Source: an optimization exercise on an open RTL-to-GDS flow (aim: small area). Production flows keep margins and buffers that such runs may drop.
At most, simulation tests tie the RTL to the original design; equivalence was not proved.

==> 05-07: inputs <==
// window_mult_pipe
module window_mult_pipe #(
  parameter int K   = 3,
  parameter int NI  = 8,
  parameter int NF  = 8,
  parameter int LAT = 2,
  parameter int CW  = 5
) (
  input  logic                            clk,
  input  logic                            rst_n,
  input  logic                            in_valid,
  output logic                            in_ready,
  input  logic                            sgn_i,
  input  logic [K*K*NI-1:0]               i_flat,
  input  logic [K*K*NF-1:0]               f_flat,
  input  logic [CW-1:0]                   row_in,
  input  logic [CW-1:0]                   col_in,
  input  logic                            done_in,
  output logic                            out_valid,
  input  logic                            out_ready,
  output logic [K*K*(NI+NF)-1:0]          d_flat,
  output logic [CW-1:0]                   row_out,
  output logic [CW-1:0]                   col_out,
  output logic                            done_out,
  output logic [NI+NF+$clog2(K*K)-1:0]    sum_o
);
==> module window_mult_pipe, before the edit <==
module window_mult_pipe #(
  parameter int K   = 3,
  parameter int NI  = 8,
  parameter int NF  = 8,
  parameter int LAT = 2,
  parameter int CW  = 5
) (
  input  logic                            clk,
  input  logic                            rst_n,
  input  logic                            in_valid,
  output logic                            in_ready,
  input  logic                            sgn_i,
  input  logic [K*K*NI-1:0]               i_flat,
  input  logic [K*K*NF-1:0]               f_flat,
  input  logic [CW-1:0]                   row_in,
  input  logic [CW-1:0]                   col_in,
  input  logic                            done_in,
  output logic                            out_valid,
  input  logic                            out_ready,
  output logic [K*K*(NI+NF)-1:0]          d_flat,
  output logic [CW-1:0]                   row_out,
  output logic [CW-1:0]                   col_out,
  output logic                            done_out,
  output logic [NI+NF+$clog2(K*K)-1:0]    sum_o
);
  localparam int N  = K * K;
  localparam int W  = NI + NF;
  localparam int SW = W + $clog2(N);
  localparam int SB = 2 * CW + 1;
  logic w_en;
  assign w_en     = !out_valid || out_ready;
  assign in_ready = w_en;
  logic [2:0] r_vld;
  always_ff @(posedge clk or negedge rst_n) begin
    if (!rst_n)    r_vld <= '0;
    else if (w_en) r_vld <= {r_vld[1:0], in_valid};
  end
  assign out_valid = r_vld[2];
  logic [N*NI-1:0] r1_i;
  logic [N*NF-1:0] r1_f;
  logic            r1_s;
  logic [SB-1:0]   r1_sb, r2_sb, r3_sb;
  logic [N*W-1:0]  r2_d, r3_d;
  logic [SW-1:0]   r3_sum;
  logic [SW-1:0]   w_sum;
  logic [N*W-1:0]  w_prod;
  for (genvar e = 0; e < N; e++) begin : g_lane
    wm_mul u_mul (.p(r1_i[e*NI +: NI]), .pn(~r1_i[e*NI +: NI]), .s(r1_s), .f(r1_f[e*NF +: NF]),
                  .fn(~r1_f[e*NF +: NF]), .y(w_prod[e*W +: W]));
  end
  wm_sum u_sum (.d(r2_d), .y(w_sum));
  always_ff @(posedge clk) begin
    if (w_en) begin
      r1_i  <= i_flat;
      r1_f  <= f_flat;
      r1_s  <= sgn_i;
      r1_sb <= {done_in, col_in, row_in};
      r2_d  <= w_prod;
      r2_sb <= r1_sb;
      r3_d  <= r2_d;
      r3_sb <= r2_sb;
      r3_sum <= w_sum;
    end
  end
  assign d_flat   = r3_d;
  assign row_out  = r3_sb[CW-1:0];
  assign col_out  = r3_sb[2*CW-1:CW];
  assign done_out = r3_sb[2*CW];
  assign sum_o    = r3_sum;
endmodule
export LEC_CHECK = 0
export ABC_AREA = 1
export CAP_MARGIN = 20
export CORE_MARGIN = 2
export CORE_UTILIZATION = 60
export PLACE_DENSITY = 0.72
export SLEW_MARGIN = 20
export SYNTH_HIERARCHICAL = 1
create_clock -name core_clock -period 6.5 [get_ports {clk}]
standard.sh (not shown) runs the stock make flow with config.mk's settings and CLKGATE_MAP_FILE= SYNTH_SCRIPT=/design/flow/synth_recipe.tcl, a recipe that flattens the netlist after the stock synthesis.
==> flow/flow/run.sh <==
#!/bin/bash
# The standard layout, with the port buffers made of the smallest buffer and a clock tree
# without dummy loads. Each tool's output goes to orfs/logs; make's own output to flow_make.log.
set -euo pipefail
bash standard.sh \
  "BUFFER_PORTS_ARGS=-buffer_cell sky130_fd_sc_hd__buf_1" \
  "CTS_ARGS=-sink_clustering_enable -repair_clock_nets -dont_use_dummy_load -sink_clustering_size 18 -sink_clustering_max_diameter 60 -buf_list {sky130_fd_sc_hd__clkbuf_8}" \
  finish > flow_make.log 2>&1
==> 01-08: changes against 05-07 <==
--- a/flow/design.v
+++ b/flow/design.v
@@ -41,14 +41,11 @@
   logic            r1_s;
   logic [SB-1:0]   r1_sb, r2_sb, r3_sb;
   logic [N*W-1:0]  r2_d, r3_d;
-  logic [SW-1:0]   r3_sum;
-  logic [SW-1:0]   w_sum;
   logic [N*W-1:0]  w_prod;
   for (genvar e = 0; e < N; e++) begin : g_lane
     wm_mul u_mul (.p(r1_i[e*NI +: NI]), .pn(~r1_i[e*NI +: NI]), .s(r1_s), .f(r1_f[e*NF +: NF]),
                   .fn(~r1_f[e*NF +: NF]), .y(w_prod[e*W +: W]));
   end
-  wm_sum u_sum (.d(r2_d), .y(w_sum));
   always_ff @(posedge clk) begin
     if (w_en) begin
       r1_i  <= i_flat;
@@ -59,14 +56,18 @@
       r2_sb <= r1_sb;
       r3_d  <= r2_d;
       r3_sb <= r2_sb;
-      r3_sum <= w_sum;
     end
   end
+  logic [SW-1:0] w_sum;
+  wm_sum u_sum (.d(r3_d), .y(w_sum));
   assign d_flat   = r3_d;
   assign row_out  = r3_sb[CW-1:0];
   assign col_out  = r3_sb[2*CW-1:CW];
   assign done_out = r3_sb[2*CW];
-  assign sum_o    = r3_sum;
+  assign sum_o    = w_sum;
+endmodule
+module wm_cpa20 (input logic [19:0] a, input logic [19:0] b, output logic [19:0] y);
+  assign y = a + b;
 endmodule
 module wm_fa (input logic a, input logic b, input logic c, output logic s, output logic co);
   assign s  = a ^ b ^ c;
--- a/flow/config.mk
+++ b/flow/config.mk
@@ -5,7 +5,6 @@
 export SDC_FILE = /design/flow/constraint.sdc
 export NUM_CORES = 4
 export LEC_CHECK = 0
-export ABC_AREA = 1
 export CAP_MARGIN = 20
 export CORE_MARGIN = 2
 export CORE_UTILIZATION = 60
==> comparison <==
In 01-08 the clock-buffer cell count is lower than in 05-07, by 3.
Between 01-08 and 05-07, the lower clock skew is in 01-08 (gap 0.018 ns).
Between 01-08 and 05-07, the lower die area is in 01-08 (gap about 3.3%, measured against 05-07).
In 05-07 the flip-flop and latch count is higher than in 01-08, by 20.
Maximum frequency: 05-07 is larger than 01-08 (about 8%).
Between 01-08 and 05-07, the lower hold slack is in 01-08 (gap 0.032 ns).
Against 01-08, the register-to-register slack of 05-07 is better by 0.28 ns.
==> figures <==
Depth of the worst register-to-register path: 05-07 21; 01-08 16
Overall fraction of global-route tracks in use: 05-07 26.9%; 01-08 26.9%
Pin count of the biggest net entering global routing: 05-07 173; 01-08 154
Termination of the worst setup path: 05-07 r2_d[47]$_DFFE_PP_; 01-08 sum_o[17]
Cell depth of the worst setup path: 05-07 21; 01-08 13
Number of inserted filler cells in the final layout: 05-07 4481; 01-08 4309
Worst setup skew after layout: 05-07 0.0682 ns; 01-08 0.0504 ns
Run status: 05-07 timing/DRC/antenna clean; 01-08 timing/DRC/antenna clean
DP Area: 05-07 36100 um2; 01-08 35100 um2
Setup Fix Bufs, Post-CTS: 05-07 0; 01-08 6
Non-clock buffer share of cell area: 05-07 3.63%; 01-08 4.51%
Final wirelength: 05-07 77.9 mm; 01-08 75.9 mm
Maximum clock rate: 05-07 0.171 GHz; 01-08 0.158 GHz
Worst setup slack before clock tree synthesis: 05-07 0.627 ns; 01-08 0.420 ns
Multi-input gate share of total cell area: 05-07 49.5%; 01-08 50.3%
Layout-to-synthesis area ratio: 05-07 1.039x; 01-08 1.051x
Only the layout flow was run in 01-08; the RTL was not checked for function there.

========
==> run a: inputs <==
window_mult_pipe, a different RTL version from the one above (not shown whole).
Settings: LEC_CHECK=0, CAP_MARGIN=20, CORE_MARGIN=2, CORE_UTILIZATION=60, PLACE_DENSITY=0.72, SLEW_MARGIN=20, SYNTH_HIERARCHICAL=1; clock period 6.5 ns.
Scripts as last shown in full above: flow/flow/run.sh
==> run b: changes against run a <==
--- a/flow/design.v
+++ b/flow/design.v
@@ -38,38 +38,36 @@
   assign out_valid = r_vld[2];
   logic [N*NI-1:0] r1_i;
   logic [N*NF-1:0] r1_f;
   logic            r1_s;
   logic [SB-1:0]   r1_sb, r2_sb, r3_sb;
   logic [N*W-1:0]  r2_d, r3_d;
-  logic [SW-1:0]   r3_sum;
-  logic [SW-1:0]   w_sum;
   logic [N*W-1:0]  w_prod;
   for (genvar e = 0; e < N; e++) begin : g_lane
     wm_mul u_mul (.p(r1_i[e*NI +: NI]), .pn(~r1_i[e*NI +: NI]), .s(r1_s), .f(r1_f[e*NF +: NF]),
                   .fn(~r1_f[e*NF +: NF]), .y(w_prod[e*W +: W]));
   end
-  wm_sum u_sum (.d(r2_d), .y(w_sum));
   always_ff @(posedge clk) begin
     if (w_en) begin
       r1_i  <= i_flat;
       r1_f  <= f_flat;
       r1_s  <= sgn_i;
       r1_sb <= {done_in, col_in, row_in};
       r2_d  <= w_prod;
       r2_sb <= r1_sb;
       r3_d  <= r2_d;
       r3_sb <= r2_sb;
-      r3_sum <= w_sum;
     end
   end
+  logic [SW-1:0] w_sum;
+  wm_sum u_sum (.d(r3_d), .y(w_sum));
   assign d_flat   = r3_d;
   assign row_out  = r3_sb[CW-1:0];
   assign col_out  = r3_sb[2*CW-1:CW];
   assign done_out = r3_sb[2*CW];
-  assign sum_o    = r3_sum;
+  assign sum_o    = w_sum;
 endmodule
 module wm_fa (input logic a, input logic b, input logic c, output logic s, output logic co);
   assign s  = a ^ b ^ c;
   assign co = (a & b) | (a & c) | (b & c);
 endmodule
 module wm_ha (input logic a, input logic b, output logic s, output logic co);
==> flow/flow/run.sh (replaced) <==
#!/bin/bash
# The standard layout, with the port buffers made of the smallest buffer and a clock tree
# without dummy loads. Each tool's output goes to orfs/logs; make's own output to flow_make.log.
set -euo pipefail
bash standard.sh \
  "BUFFER_PORTS_ARGS=-buffer_cell sky130_fd_sc_hd__buf_1" \
  "CTS_ARGS=-sink_clustering_enable -repair_clock_nets -dont_use_dummy_load" \
  finish > flow_make.log 2>&1
==> flow/config.mk (replaced) <==
export PLATFORM = sky130hd
export DESIGN_NAME = window_mult_pipe
export DESIGN_NICKNAME = window_mult_pipe
export VERILOG_FILES = /design/flow/design.v
export SDC_FILE = /design/flow/constraint.sdc
export NUM_CORES = 4
export LEC_CHECK = 0
export CAP_MARGIN = 20
export CORE_MARGIN = 2
export CORE_UTILIZATION = 40
export SLEW_MARGIN = 20
export SYNTH_HIERARCHICAL = 1
==> run c: changes against run a <==
--- a/flow/design.v
+++ b/flow/design.v
@@ -38,38 +38,36 @@
   assign out_valid = r_vld[2];
   logic [N*NI-1:0] r1_i;
   logic [N*NF-1:0] r1_f;
   logic            r1_s;
   logic [SB-1:0]   r1_sb, r2_sb, r3_sb;
   logic [N*W-1:0]  r2_d, r3_d;
-  logic [SW-1:0]   r3_sum;
-  logic [SW-1:0]   w_sum;
   logic [N*W-1:0]  w_prod;
   for (genvar e = 0; e < N; e++) begin : g_lane
     wm_mul u_mul (.p(r1_i[e*NI +: NI]), .pn(~r1_i[e*NI +: NI]), .s(r1_s), .f(r1_f[e*NF +: NF]),
                   .fn(~r1_f[e*NF +: NF]), .y(w_prod[e*W +: W]));
   end
-  wm_sum u_sum (.d(r2_d), .y(w_sum));
   always_ff @(posedge clk) begin
     if (w_en) begin
       r1_i  <= i_flat;
       r1_f  <= f_flat;
       r1_s  <= sgn_i;
       r1_sb <= {done_in, col_in, row_in};
       r2_d  <= w_prod;
       r2_sb <= r1_sb;
       r3_d  <= r2_d;
       r3_sb <= r2_sb;
-      r3_sum <= w_sum;
     end
   end
+  logic [SW-1:0] w_sum;
+  wm_sum u_sum (.d(r3_d), .y(w_sum));
   assign d_flat   = r3_d;
   assign row_out  = r3_sb[CW-1:0];
   assign col_out  = r3_sb[2*CW-1:CW];
   assign done_out = r3_sb[2*CW];
-  assign sum_o    = r3_sum;
+  assign sum_o    = w_sum;
 endmodule
 module wm_fa (input logic a, input logic b, input logic c, output logic s, output logic co);
   assign s  = a ^ b ^ c;
   assign co = (a & b) | (a & c) | (b & c);
 endmodule
 module wm_ha (input logic a, input logic b, output logic s, output logic co);
==> flow/flow/run.sh (replaced) <==
#!/bin/bash
# The standard layout, with the port buffers made of the smallest buffer and a clock tree
# without dummy loads. Each tool's output goes to orfs/logs; make's own output to flow_make.log.
set -euo pipefail
bash standard.sh \
  "BUFFER_PORTS_ARGS=-buffer_cell sky130_fd_sc_hd__buf_1" \
  "CTS_ARGS=-sink_clustering_enable -repair_clock_nets -dont_use_dummy_load -sink_clustering_size 24 -sink_clustering_max_diameter 80 -buf_list {sky130_fd_sc_hd__clkbuf_8 sky130_fd_sc_hd__clkbuf_16}" \
  finish > flow_make.log 2>&1
==> run d: changes against run a <==
--- a/flow/design.v
+++ b/flow/design.v
@@ -38,123 +38,118 @@
   assign out_valid = r_vld[2];
   logic [N*NI-1:0] r1_i;
   logic [N*NF-1:0] r1_f;
   logic            r1_s;
   logic [SB-1:0]   r1_sb, r2_sb, r3_sb;
   logic [N*W-1:0]  r2_d, r3_d;
-  logic [SW-1:0]   r3_sum;
-  logic [SW-1:0]   w_sum;
   logic [N*W-1:0]  w_prod;
   for (genvar e = 0; e < N; e++) begin : g_lane
-    wm_mul u_mul (.p(r1_i[e*NI +: NI]), .pn(~r1_i[e*NI +: NI]), .s(r1_s), .f(r1_f[e*NF +: NF]),
-                  .fn(~r1_f[e*NF +: NF]), .y(w_prod[e*W +: W]));
+    wm_mul u_mul (.p(r1_i[e*NI +: NI]), .s(r1_s), .f(r1_f[e*NF +: NF]), .y(w_prod[e*W +: W]));
   end
-  wm_sum u_sum (.d(r2_d), .y(w_sum));
   always_ff @(posedge clk) begin
     if (w_en) begin
       r1_i  <= i_flat;
       r1_f  <= f_flat;
       r1_s  <= sgn_i;
       r1_sb <= {done_in, col_in, row_in};
       r2_d  <= w_prod;
       r2_sb <= r1_sb;
       r3_d  <= r2_d;
       r3_sb <= r2_sb;
-      r3_sum <= w_sum;
     end
   end
+  logic [SW-1:0] w_sum;
+  wm_sum u_sum (.d(r3_d), .y(w_sum));
   assign d_flat   = r3_d;
   assign row_out  = r3_sb[CW-1:0];
   assign col_out  = r3_sb[2*CW-1:CW];
   assign done_out = r3_sb[2*CW];
-  assign sum_o    = r3_sum;
+  assign sum_o    = w_sum;
 endmodule
 module wm_fa (input logic a, input logic b, input logic c, output logic s, output logic co);
   assign s  = a ^ b ^ c;
   assign co = (a & b) | (a & c) | (b & c);
 endmodule
 module wm_ha (input logic a, input logic b, output logic s, output logic co);
   assign s  = a ^ b;
   assign co = a & b;
 endmodule
 module wm_mul (
   input  logic [7:0]  p,
-  input  logic [7:0]  pn,
-  input  logic [7:0]  fn,
   input  logic        s,
   input  logic [7:0]  f,
   output logic [15:0] y
 );
   wire q = s & p[7];
-  wire pp1 = ~(pn[0] | fn[0]);
-  wire pp2 = ~(pn[0] | fn[1]);
-  wire pp3 = ~(pn[1] | fn[0]);
-  wire pp4 = ~(pn[0] | fn[2]);
-  wire pp5 = ~(pn[1] | fn[1]);
-  wire pp6 = ~(pn[2] | fn[0]);
-  wire pp7 = ~(pn[0] | fn[3]);
-  wire pp8 = ~(pn[1] | fn[2]);
-  wire pp9 = ~(pn[2] | fn[1]);
-  wire pp10 = ~(pn[3] | fn[0]);
-  wire pp11 = ~(pn[0] | fn[4]);
-  wire pp12 = ~(pn[1] | fn[3]);
-  wire pp13 = ~(pn[2] | fn[2]);
-  wire pp14 = ~(pn[3] | fn[1]);
-  wire pp15 = ~(pn[4] | fn[0]);
-  wire pp16 = ~(pn[0] | fn[5]);
-  wire pp17 = ~(pn[1] | fn[4]);
-  wire pp18 = ~(pn[2] | fn[3]);
-  wire pp19 = ~(pn[3] | fn[2]);
-  wire pp20 = ~(pn[4] | fn[1]);
-  wire pp21 = ~(pn[5] | fn[0]);
-  wire pp22 = ~(pn[0] | fn[6]);
-  wire pp23 = ~(pn[1] | fn[5]);
-  wire pp24 = ~(pn[2] | fn[4]);
-  wire pp25 = ~(pn[3] | fn[3]);
-  wire pp26 = ~(pn[4] | fn[2]);
-  wire pp27 = ~(pn[5] | fn[1]);
-  wire pp28 = ~(pn[6] | fn[0]);
-  wire pp29 = ~(pn[1] | fn[6]);
-  wire pp30 = ~(pn[2] | fn[5]);
-  wire pp31 = ~(pn[3] | fn[4]);
-  wire pp32 = ~(pn[4] | fn[3]);
-  wire pp33 = ~(pn[5] | fn[2]);
-  wire pp34 = ~(pn[6] | fn[1]);
-  wire pp35 = ~(pn[7] | fn[0]);
+  wire pp1 = (p[0] & f[0]);
+  wire pp2 = (p[0] & f[1]);
+  wire pp3 = (p[1] & f[0]);
+  wire pp4 = (p[0] & f[2]);
+  wire pp5 = (p[1] & f[1]);
+  wire pp6 = (p[2] & f[0]);
+  wire pp7 = (p[0] & f[3]);
+  wire pp8 = (p[1] & f[2]);
+  wire pp9 = (p[2] & f[1]);
+  wire pp10 = (p[3] & f[0]);
+  wire pp11 = (p[0] & f[4]);
+  wire pp12 = (p[1] & f[3]);
+  wire pp13 = (p[2] & f[2]);
+  wire pp14 = (p[3] & f[1]);
+  wire pp15 = (p[4] & f[0]);
+  wire pp16 = (p[0] & f[5]);
+  wire pp17 = (p[1] & f[4]);
+  wire pp18 = (p[2] & f[3]);
+  wire pp19 = (p[3] & f[2]);
+  wire pp20 = (p[4] & f[1]);
+  wire pp21 = (p[5] & f[0]);
+  wire pp22 = (p[0] & f[6]);
+  wire pp23 = (p[1] & f[5]);
+  wire pp24 = (p[2] & f[4]);
+  wire pp25 = (p[3] & f[3]);
+  wire pp26 = (p[4] & f[2]);
+  wire pp27 = (p[5] & f[1]);
+  wire pp28 = (p[6] & f[0]);
+  wire pp29 = (p[1] & f[6]);
+  wire pp30 = (p[2] & f[5]);
+  wire pp31 = (p[3] & f[4]);
+  wire pp32 = (p[4] & f[3]);
+  wire pp33 = (p[5] & f[2]);
+  wire pp34 = (p[6] & f[1]);
+  wire pp35 = (p[7] & f[0]);
   wire pp36 = ~(p[0] & f[7]);
-  wire pp37 = ~(pn[2] | fn[6]);
-  wire pp38 = ~(pn[3] | fn[5]);
-  wire pp39 = ~(pn[4] | fn[4]);
-  wire pp40 = ~(pn[5] | fn[3]);
-  wire pp41 = ~(pn[6] | fn[2]);
-  wire pp42 = ~(pn[7] | fn[1]);
+  wire pp37 = (p[2] & f[6]);
+  wire pp38 = (p[3] & f[5]);
+  wire pp39 = (p[4] & f[4]);
+  wire pp40 = (p[5] & f[3]);
+  wire pp41 = (p[6] & f[2]);
+  wire pp42 = (p[7] & f[1]);
   wire pp43 = ~(p[1] & f[7]);
   wire pp44 = ~(q & f[0]);
-  wire pp45 = ~(pn[3] | fn[6]);
-  wire pp46 = ~(pn[4] | fn[5]);
-  wire pp47 = ~(pn[5] | fn[4]);
-  wire pp48 = ~(pn[6] | fn[3]);
-  wire pp49 = ~(pn[7] | fn[2]);
+  wire pp45 = (p[3] & f[6]);
+  wire pp46 = (p[4] & f[5]);
+  wire pp47 = (p[5] & f[4]);
+  wire pp48 = (p[6] & f[3]);
+  wire pp49 = (p[7] & f[2]);
   wire pp50 = ~(p[2] & f[7]);
   wire pp51 = ~(q & f[1]);
-  wire pp52 = ~(pn[4] | fn[6]);
-  wire pp53 = ~(pn[5] | fn[5]);
-  wire pp54 = ~(pn[6] | fn[4]);
-  wire pp55 = ~(pn[7] | fn[3]);
+  wire pp52 = (p[4] & f[6]);
+  wire pp53 = (p[5] & f[5]);
+  wire pp54 = (p[6] & f[4]);
+  wire pp55 = (p[7] & f[3]);
   wire pp56 = ~(p[3] & f[7]);
   wire pp57 = ~(q & f[2]);
-  wire pp58 = ~(pn[5] | fn[6]);
-  wire pp59 = ~(pn[6] | fn[5]);
-  wire pp60 = ~(pn[7] | fn[4]);
+  wire pp58 = (p[5] & f[6]);
+  wire pp59 = (p[6] & f[5]);
+  wire pp60 = (p[7] & f[4]);
   wire pp61 = ~(p[4] & f[7]);
   wire pp62 = ~(q & f[3]);
-  wire pp63 = ~(pn[6] | fn[6]);
-  wire pp64 = ~(pn[7] | fn[5]);
+  wire pp63 = (p[6] & f[6]);
+  wire pp64 = (p[7] & f[5]);
   wire pp65 = ~(p[5] & f[7]);
   wire pp66 = ~(q & f[4]);
-  wire pp67 = ~(pn[7] | fn[6]);
+  wire pp67 = (p[7] & f[6]);
   wire pp68 = ~(p[6] & f[7]);
   wire pp69 = ~(q & f[5]);
   wire pp70 = ~(p[7] & f[7]);
   wire pp71 = ~(q & f[6]);
   wire pp72 = (q & f[7]);
   wire n73 = ~pp29;
==> flow/flow/run.sh (replaced) <==
#!/bin/bash
# The standard layout, with the port buffers made of the smallest buffer and a clock tree
# without dummy loads. Each tool's output goes to orfs/logs; make's own output to flow_make.log.
set -euo pipefail
bash standard.sh \
  "BUFFER_PORTS_ARGS=-buffer_cell sky130_fd_sc_hd__buf_1" \
  "CTS_ARGS=-sink_clustering_enable -repair_clock_nets -dont_use_dummy_load" \
  finish > flow_make.log 2>&1
==> flow/config.mk (replaced) <==
export PLATFORM = sky130hd
export DESIGN_NAME = window_mult_pipe
export DESIGN_NICKNAME = window_mult_pipe
export VERILOG_FILES = /design/flow/design.v
export SDC_FILE = /design/flow/constraint.sdc
export NUM_CORES = 4
export LEC_CHECK = 0
export CAP_MARGIN = 20
export CORE_MARGIN = 2
export CORE_UTILIZATION = 40
export SLEW_MARGIN = 20
export SYNTH_HIERARCHICAL = 1
==> summary of the runs <==
In run b the register-to-register slack is higher than in run a, by 0.03 ns.
In synthesized area, run c and run b do not differ.
The lowest clock skew belongs to run d, the highest to run a.
The highest routed wire length belongs to run b, the lowest to run a.
==> figures <==
| metric | run b | run a | run c | run d |
|---|---|---|---|---|
| Worst-case setup slack after placement | -0.233 ns | -0.213 ns | -0.226 ns | -0.237 ns |
| Clock-pin slew reported for the worst setup and hold paths after clock tree synthesis | 0.06 ns | 0.10 ns | 0.09 ns | 0.06 ns |
| Area Overhead vs Synth | 14.8% | 7.97% | 11.3% | 13.5% |
| Final non-filler cell area | 39000 um^2 | 37300 um^2 | 37800 um^2 | 39100 um^2 |
| Status | timing/DRC/antenna clean | timing/DRC/antenna clean | timing/DRC/antenna clean | timing/DRC/antenna clean |
| WL per Instance | 22.4 um | 22.3 um | 22.8 um | 22.9 um |
| Area of combinational cells with multiple inputs | 18000 um^2 | 17700 um^2 | 17900 um^2 | 19200 um^2 |
| Critical path class | flop to primary output | flop to flop | flop to primary output | flop to primary output |
| Min setup slack post-route | 0.102 ns | 0.138 ns | 0.110 ns | 0.0479 ns |
| Maximum cell stage delay along the critical path | 0.67 ns | 0.49 ns | 0.64 ns | 0.61 ns |
Only the layout flow was run in run a, run b and run c; the RTL was not checked for function there.

==> afterwards: timing with drivers on the ports <==
Ports are ideal in the flow. The routed layouts listed here were re-timed in OpenROAD. Step 1, drivers: a clkbuf_16 drives clk and a buf_2 each remaining input, both assumed. Step 2 also shifts input and output timing later by t, the mid clock arrival at the registers, as if the neighbouring blocks saw the same clock. Three values: no drivers, after step 1, after step 2; two values: the first two.
run	t, ns	slack for setup (ns)	cell pins on the clock port's net
05-07	0.699	0.656 / 0.656 / 0.656	1
01-08	0.691	0.162 / 0.104 / 0.380	1
run a	0.686	0.138 / 0.138 / 0.138	1
run b	0.657	0.102 / 0.041 / 0.173	1
run c	0.613	0.110 / 0.049 / 0.144	1
run d	0.675	0.048 / -0.020 / 0.175	1
After both steps every run listed still meets setup and hold.
